From an optimization exercise on the open Yosys and OpenROAD flow, aimed at small area, a short achievable clock period and few clock cycles per item; shortcuts taken in it are not production practice. At most, simulation tests tie the RTL to the original design; equivalence was not proved. Function not checked in run 1: the RTL went through the layout flow alone. No activity file was given, so power comes from the tool's default toggle rates.

==> flow/design.v, too long to show whole: its modules and the start of the top module <==
// module fp_mul_pipe: 2484 lines
// module fp_fa: 4 lines
// module fp_ha: 4 lines
module fp_mul_pipe
#(
  parameter int EXP_W = 8,
  parameter int MAN_W = 23,
  localparam int W = 1 + EXP_W + MAN_W
) (
  input  logic         clk,
  input  logic         reset,
  input  logic         in_valid,
  output logic         in_ready,
  input  logic         rnd_mode,
  input  logic [W-1:0] a,
  input  logic [W-1:0] b,
  output logic         out_valid,
  input  logic         out_ready,
  output logic [W-1:0] c,
  output logic         ovf,
  output logic         unf,
  output logic         inv
);
  // ...
==> flow/flow/run.sh <==
#!/bin/bash
# Layout flow: the standard ORFS flow (standard.sh, unchanged synthesis),
# with port buffers of a plain small buffer cell instead of the default
# choice, and timing repair allowed to change cell footprints.
set -euo pipefail
bash standard.sh \
  MATCH_CELL_FOOTPRINT=0 \
  BUFFER_PORTS_ARGS="-buffer_cell sky130_fd_sc_hd__buf_2" \
  finish > standard.log 2>&1
==> flow/standard.sh <==
#!/bin/bash
# synth_recipe.tcl (not shown) runs the flow's synth.tcl, then flattens the netlist and writes it again
# the make line also repeats each setting of config.mk as NAME=value (left out here)
make -C /OpenROAD-flow-scripts/flow DESIGN_CONFIG=/design/flow/config.mk WORK_HOME=/design/flow/orfs CLKGATE_MAP_FILE= SYNTH_SCRIPT=/design/flow/synth_recipe.tcl "${@:-finish}"
==> flow/config.mk <==
export PLATFORM = sky130hd
export DESIGN_NAME = fp_mul_pipe
export DESIGN_NICKNAME = fp_mul_pipe
export VERILOG_FILES = /design/flow/design.v
export SDC_FILE = /design/flow/constraint.sdc
export NUM_CORES = 4
export LEC_CHECK = 0
export ABC_AREA = 1
export CAP_MARGIN = 20
export CORE_MARGIN = 2
export CORE_UTILIZATION = 40
export CTS_BUF_LIST = sky130_fd_sc_hd__clkbuf_8 sky130_fd_sc_hd__clkbuf_16
export SETUP_SLACK_MARGIN = 4.8
export SLEW_MARGIN = 20
export SYNTH_HIERARCHICAL = 1
export SYNTH_MINIMUM_KEEP_SIZE = 0
==> flow/constraint.sdc <==
create_clock -name core_clock -period 8.5 [get_ports {clk}]
set_input_delay 1.7000 -clock core_clock [delete_from_list [all_inputs] [get_ports {clk}]]
set_output_delay 1.7000 -clock core_clock [all_outputs]
set_load 0.01 [all_outputs]
==> flow_summary.json, run 1 <==
{
  "outcome": "finished clean",
  "layout_setup_ws_ns": 4.73,
  "rr_startpoint": "amn[12]",
  "nWellTaps": 688,
  "start_kind": "register",
  "clkCellAreaFrac_pct": 2.41,
  "yosysWarnings": 7,
  "max_slew_margin_pct": 27.5,
  "hold_slack_ns": 0.422,
  "path_buf_inv": 1,
  "seq_share_pct": 23.0,
  "synth_edf_count": 188,
  "powerDensity_mw_per_mm2": 417,
  "p_comb_w": 0.00769,
  "critPathArrivalTime_ns": 3.99,
  "period_minus_slack_ns": 3.77,
  "synth_top_cell_by_area": "edfxtp_1",
  "skew_ns": 0.0258,
  "power_frac_clock_pct": 8.0,
  "worstPathRequired_ns": 8.72,
  "top_power_group": "combinational logic",
  "die_x_um": 233,
  "synthXorXnorAreaFrac_pct": 13.3,
  "end_kind": "register",
  "gr-usage-met3_pct": 4.83,
  "ys_async_sr_fraction_pct": 0,
  "rsz0062_at_grt": "true",
  "fin_crit_sh_pct": 44.3
}
==> run 2, diff against run 1 <==
--- a/flow/design.v
+++ b/flow/design.v
@@ -69,17 +69,17 @@
   logic bt8n;
   logic bo9n;
   logic bt9n;
   logic bo10n;
   logic bt10n;
   logic bo11n;
   logic bt11n;
   assign en       = !vld2 | out_ready;
-  assign in_ready = out_ready;
+  assign in_ready = en;
   assign out_valid = vld2;
   always_ff @(posedge clk) begin
     if (reset) begin
       vld1 <= 1'b0;
       vld2 <= 1'b0;
       vld3 <= 1'b0;
     end else if (en) begin
       vld1 <= vld0;
@@ -1916,17 +1916,17 @@
   assign lo_c999 = pg997;
   assign lo_st1000 = (cp906 ^ 1'b0) | (pp2 ^ (bn0 | pp1)) | (cp908 ^ pp2) | (cp910 ^ (hs813 | pp27)) | (cp912 ^ (hc814 | hs815)) | (cp914 ^ (hc816 | fs817)) | (cp916 ^ (fc818 | fs819)) | (cp918 ^ (fc820 | fs821)) | (cp920 ^ (fc822 | fs823)) | (cp922 ^ (fc824 | fs825)) | (cp924 ^ (fc826 | fs827)) | (cp926 ^ (fc828 | fs829)) | (cp928 ^ (fc830 | fs831)) | (cp930 ^ (fc832 | fs833)) | (cp932 ^ (fc834 | fs835)) | (cp934 ^ (fc836 | fs837));
   logic st_d, st0;
   assign st_d = ~((1'b1 & ~(|b[21:0])) | (~(|a[0:0]) & ~(|b[20:0])) | (~(|a[1:0]) & ~(|b[19:0])) | (~(|a[2:0]) & ~(|b[18:0])) | (~(|a[3:0]) & ~(|b[17:0])) | (~(|a[4:0]) & ~(|b[16:0])) | (~(|a[5:0]) & ~(|b[15:0])) | (~(|a[6:0]) & ~(|b[14:0])) | (~(|a[7:0]) & ~(|b[13:0])) | (~(|a[8:0]) & ~(|b[12:0])) | (~(|a[9:0]) & ~(|b[11:0])) | (~(|a[10:0]) & ~(|b[10:0])) | (~(|a[11:0]) & ~(|b[9:0])) | (~(|a[12:0]) & ~(|b[8:0])) | (~(|a[13:0]) & ~(|b[7:0])) | (~(|a[14:0]) & ~(|b[6:0])) | (~(|a[15:0]) & ~(|b[5:0])) | (~(|a[16:0]) & ~(|b[4:0])) | (~(|a[17:0]) & ~(|b[3:0])) | (~(|a[18:0]) & ~(|b[2:0])) | (~(|a[19:0]) & ~(|b[1:0])) | (~(|a[20:0]) & ~(|b[0:0])) | (~(|a[21:0]) & 1'b1));
   logic [9:0] eb_s;
   assign eb_s = {2'b00, a[30:23]} + {2'b00, b[30:23]} - 10'd127;
   always_ff @(posedge clk) begin
     if (reset) vld0 <= 1'b0;
-    else if (en) vld0 <= in_valid & in_ready;
+    else if (en) vld0 <= in_valid;
   end
   always_ff @(posedge clk) if (en) begin
     amn <= ~a[22:0]; bm <= b[22:0];
     s0 <= a[31] ^ b[31]; m0 <= rnd_mode;
     inv0 <= (&a[30:23]) | (&b[30:23]);
     zero0 <= ~(|a[30:23]) | ~(|b[30:23]);
     e0 <= eb_s;
     st0 <= st_d;
==> flow/flow/run.sh (replaced) <==
#!/bin/bash
# Layout flow: the standard ORFS flow (standard.sh, unchanged synthesis),
# with port buffers of a plain small buffer cell instead of the default
# choice, timing repair allowed to change cell footprints, and a fanout cap
# for the post-placement repair_design (flow/fanout.tcl).
set -euo pipefail
export PRE_RESIZE_TCL="$PWD/flow/fanout.tcl"
bash standard.sh \
  MATCH_CELL_FOOTPRINT=0 \
  BUFFER_PORTS_ARGS="-buffer_cell sky130_fd_sc_hd__buf_2" \
  finish > standard.log 2>&1
==> flow/flow/fanout.tcl (new file) <==
# Hook sourced before the post-placement repair_design: cap the fanout so the
# operand bank's flip-flops (which drive about 24 Booth selectors each) get buffered.
set_max_fanout 12 [current_design]
--- a/flow/config.mk
+++ b/flow/config.mk
@@ -5,12 +5,12 @@
 export SDC_FILE = /design/flow/constraint.sdc
 export NUM_CORES = 4
 export LEC_CHECK = 0
 export ABC_AREA = 1
 export CAP_MARGIN = 20
 export CORE_MARGIN = 2
 export CORE_UTILIZATION = 40
 export CTS_BUF_LIST = sky130_fd_sc_hd__clkbuf_8 sky130_fd_sc_hd__clkbuf_16
-export SETUP_SLACK_MARGIN = 4.8
+export SETUP_SLACK_MARGIN = 4.2
 export SLEW_MARGIN = 20
 export SYNTH_HIERARCHICAL = 1
 export SYNTH_MINIMUM_KEEP_SIZE = 0
==> run 2 against run 1 <==
Register-to-register slack worse by 0.48 ns; worst setup slack worse by 0.48 ns; worst hold slack worse by 0.0092 ns; die area is 0.74% lower; synthesized cell count is 0.30% lower; routed wire length is 2.1% higher; clock skew is 0.0033 ns lower; clock-buffer cell count stayed put; core utilization is 0.49 points lower; combinational power is 6.6% lower; largest cell class unchanged.
==> flow_summary.json, run 2 <==
{
  "final_common_cell": "xor2_1",
  "endpoint": "r1_32_1",
  "synth_edf_count": 188,
  "drv_slew": 0,
  "syn_avg_cell_area_um2": 10.3,
  "outcome": "finished clean",
  "avgRoutedWirePerCell_um": 21.0,
  "first_global_vias": 17228,
  "powerDensity_mw_per_mm2": 408,
  "clk_latency_ns": 0.49,
  "final_cell_mix": "xor2_1 (285), fa_1 (264), o22ai_1 (243)",
  "viasPerCell": 5.62,
  "drtIter0Drc": 1469,
  "rsz0062_at_grt": "true",
  "timing.rr.end": "r1_32_1",
  "ys_async_sr_fraction_pct": 0,
  "slowest_delay_ns": 0.51,
  "rows": 83,
  "start_kind": "register",
  "hold_depth": 0,
  "finalPower_w": 0.00985,
  "synth_top_family_by_area": "adder cells",
  "synth_compound_area_share_pct": 10.9,
  "syn-cell-area_mm2": 0.0209,
  "hold_viol": 0,
  "grt_max_degree": 22,
  "synthXorXnorAreaFrac_pct": 13.4,
  "finish.instance_area_mm2": 0.0242,
  "ys.flop_type": "edfxtp_1",
  "cts_tree": "built",
  "period_minus_slack_ns": 4.25,
  "synth_most_common_cell": "xor2_1",
  "first_pass_iters": 6,
  "fin_util_pct": 47.0,
  "regMostFlops": "c_q",
  "cts_root_buf": "clkbuf_16",
  "critPathArrivalTime_ns": 4.47,
  "reg2regPathDepth": 10,
  "ys_seq_elements": 191,
  "path_clk_slew_ns": 0.08,
  "vias": 16400,
  "synth_fa_ha_area_share_pct": 32.1,
  "yosysSeqAreaShare_pct": 27.4,
  "crit_type": "reg -> reg",
  "final_cells": 2919,
  "setup_viol": 0,
  "crit_top_cell": "fa_1",
  "tightest_slew_ns": 0.950,
  "synth-simple-area-share_pct": 10.2,
  "rr_startpoint": "bt8n",
  "worstPathMaxFanout": 12,
  "largest_reg_flops": 32,
  "core_area_mm2": 0.0514,
  "synth_common_cells": "xor2_1 (285), fa_1 (265), o22ai_1 (243)",
  "tns_ns": 0,
  "route.detailed.drc": 0,
  "max_cap_viol_count": 0,
  "die_x_um": 232,
  "initial_core_util_pct": 40.6,
  "hold_class": "reg -> reg",
  "synth_cell_types": 54,
  "worstPathRequired_ns": 8.72,
  "synth_top_cell_by_area": "edfxtp_1",
  "die_area_mm2": 0.0540,
  "dpl.cell_count": 2872,
  "cp_slowest_cell": "fa_1",
  "grt_usage_pct": 23.1,
  "crit_chain": "buf_4 > clkbuf_2 > clkbuf_2 > o22ai_1 > xor2_1 > fa_1 > fa_1 > fa_1 > fa_1 > fa_1",
  "io_buffers": 105,
  "synthTopCellsByArea": "edfxtp_1 (27%), fa_1 (25%), xor2_1 (12%)",
  "end_kind": "register",
  "ios": 106,
  "max_freq_mhz": 235,
  "yosysTopAreaCellShare_pct": 27.1,
  "antenna_found_initial": 1,
  "cts_buffers": 17,
  "place_area_mm2": 0.0235,
  "irDropWorstVdd_v": 0.000219,
  "wl_um": 61300,
  "dieHeight_um": 232,
  "skew_ns": 0.0225,
  "max_slew_margin_pct": 36.5,
  "cts.sink_count": 191,
  "yosysWarnings": 7,
  "gp_congestion": 0.855,
  "num_antenna_cells": 0,
  "drive_gt1_share_pct": 16.0,
  "p_leak_nw": 10.7,
  "grt-ovfl-total": 0,
  "nets": 2671,
  "ant_nets": 0,
  "rrSetupSlack_ns": 4.25,
  "cp-startpoint": "bt8n",
  "htreeDepth": 4,
  "fin_crit_sh_pct": 50.0,
  "syn-instance-count": 2026,
  "grt_pass1_wl_um": 95800,
  "clock_path_buffers": 2,
  "largest_registers": "c_q: 32 flops, amn: 23 flops, bm: 11 flops",
  "area_growth_syn_to_layout_pct": 15.8,
  "hpwlAfterDp_um": 47100,
  "synthMuxAreaShare_pct": 0.108,
  "hold_buffers": 0
}
run 2: cell count changes in the layout (fill, tap and decap cells not counted), moves of 19 or more:
| cell | previous run | this run |
|---|---|---|
| o22ai_1 | 210 | 243 |
| nand2_2 | 39 | 19 |
| fa_1 | 222 | 264 |
| dlymetal6s2s_1 | 0 | 50 |
| nand2_1 | 187 | 223 |
| buf_6 | 40 | 6 |
| o22ai_2 | 28 | 0 |
| fa_2 | 43 | 1 |
| clkbuf_2 | 0 | 34 |
| nand3_2 | 26 | 7 |
run 2: worst min path at each step:
| stage | startpoint | end | slack (ns) |
|---|---|---|---|
| floorplan | e0[0] | e1[0] | 0.40 |
| global placement | e0[2] | e1[2] | 0.40 |
| detailed placement | e0[4] | e1[4] | 0.40 |
| CTS | e0[1] | e1[1] | 0.41 |
| global route | e0[1] | e1[1] | 0.42 |
| finish | e0[1] | e1[1] | 0.41 |
run 2: worst max-delay path, delay by kind of cell, from the launching register on:
family                     cells  cell delay, ns
AOI/OAI and AO/OA              1            0.14
xor gates and xnor gates       1            0.19
adders and majority gates      5            2.36
buffers and inverters          3            0.96
DFF                            1            0.33
run 2: timing repair:
item,4_1_cts,5_1_grt
setup buffers,3,11
gates cloned,0,1
gates resized for setup,259,102
setup endpoints to repair,214,66
pin swaps,2,7
run 2: kinds of logic after synthesis:
logic type               after synthesis
adder cells (fa/ha/maj)              376
multiplexers                           2
other                                  2
buffers and inverters                314
XOR/XNOR                             319
flip-flops                           191
AO/OA/AOI/OAI                        364
AND/OR/NAND/NOR                      458
run 2: layout make-up:
type	count	area (um^2)
clock inverter	15	181
tap	680	851
clock buffer	17	425
fill	4720	27200
inverter	173	653
timing repair buffer	311	2260
multi-input combinational	1532	14100
sequential	191	5710
run 2: power breakdown:
part / leakage [nW] / internal (W) / switching [W]
combinational: 8.44 / 0.00297 / 0.00421
clock: 0.299 / 0.000401 / 0.000431
sequential: 1.99 / 0.00174 / 0.000100
total: 10.7 / 0.00511 / 0.00474
run 2: routing by layer:
metal,up-vias,part of all wire (%),track usage (%)
met3,214,9.6,6.30
met4,2,4.6,11.0
met5,-,0.021,0
met2,897,45,36.6
met1,7978,40,29.4
li1,7309,-,-
run 2: metrics by stage:
stage,worst slack (ns),hold WS (ns)
2_1_floorplan,2.84,0.400
3_3_place_gp,3.91,0.404
3_5_place_dp,1.09,0.405
4_1_cts,4.20,0.414
5_1_grt,4.17,0.420
6_report,4.25,0.413
run 2: Yosys stat by module (local to each module, per instance):
module / cells / area (um^2) / times used
fp_fa: 1 / 20.0 / 264
fp_ha: 1 / 12.5 / 79
fp_mul_pipe: 1683 / 14600 / 1
Testbench counts of run 2, summed over its fixed seeds: cycles 16,024, items 16,000.

==> port drivers added, routing unchanged <==
In the flow no input, the clock included, has a driving cell. The finished layouts below were timed again as built, in two steps. Step 1 (the two cells are an assumption about what drives the block):
set clk [get_ports {clk}]
set_driving_cell -lib_cell sky130_fd_sc_hd__clkbuf_16 $clk
set_driving_cell -lib_cell sky130_fd_sc_hd__buf_2 [delete_from_list [all_inputs] $clk]
Step 2 times the ports against the registers' clock, not the clock port: input delays grow and output delays shrink by t, the midpoint of the rising clock arrivals with the driver on. a / b / c = ideal / step 1 / step 2; a / b = the first two.
| run | shift t [ns] | setup slack, ns | latest minus earliest clock arrival (ns) |
|---|---|---|---|
| run 1 | 0.547 | 4.732 / 4.732 / 4.732 | 0.026 / 0.026 |
| run 2 | 0.544 | 4.248 / 4.248 / 3.977 | 0.023 / 0.023 |
After both steps every run listed still meets setup and hold. For run 2, which loses most, drivers alone change the setup slack by 0.000 ns; drivers and shift together by -0.271 ns.
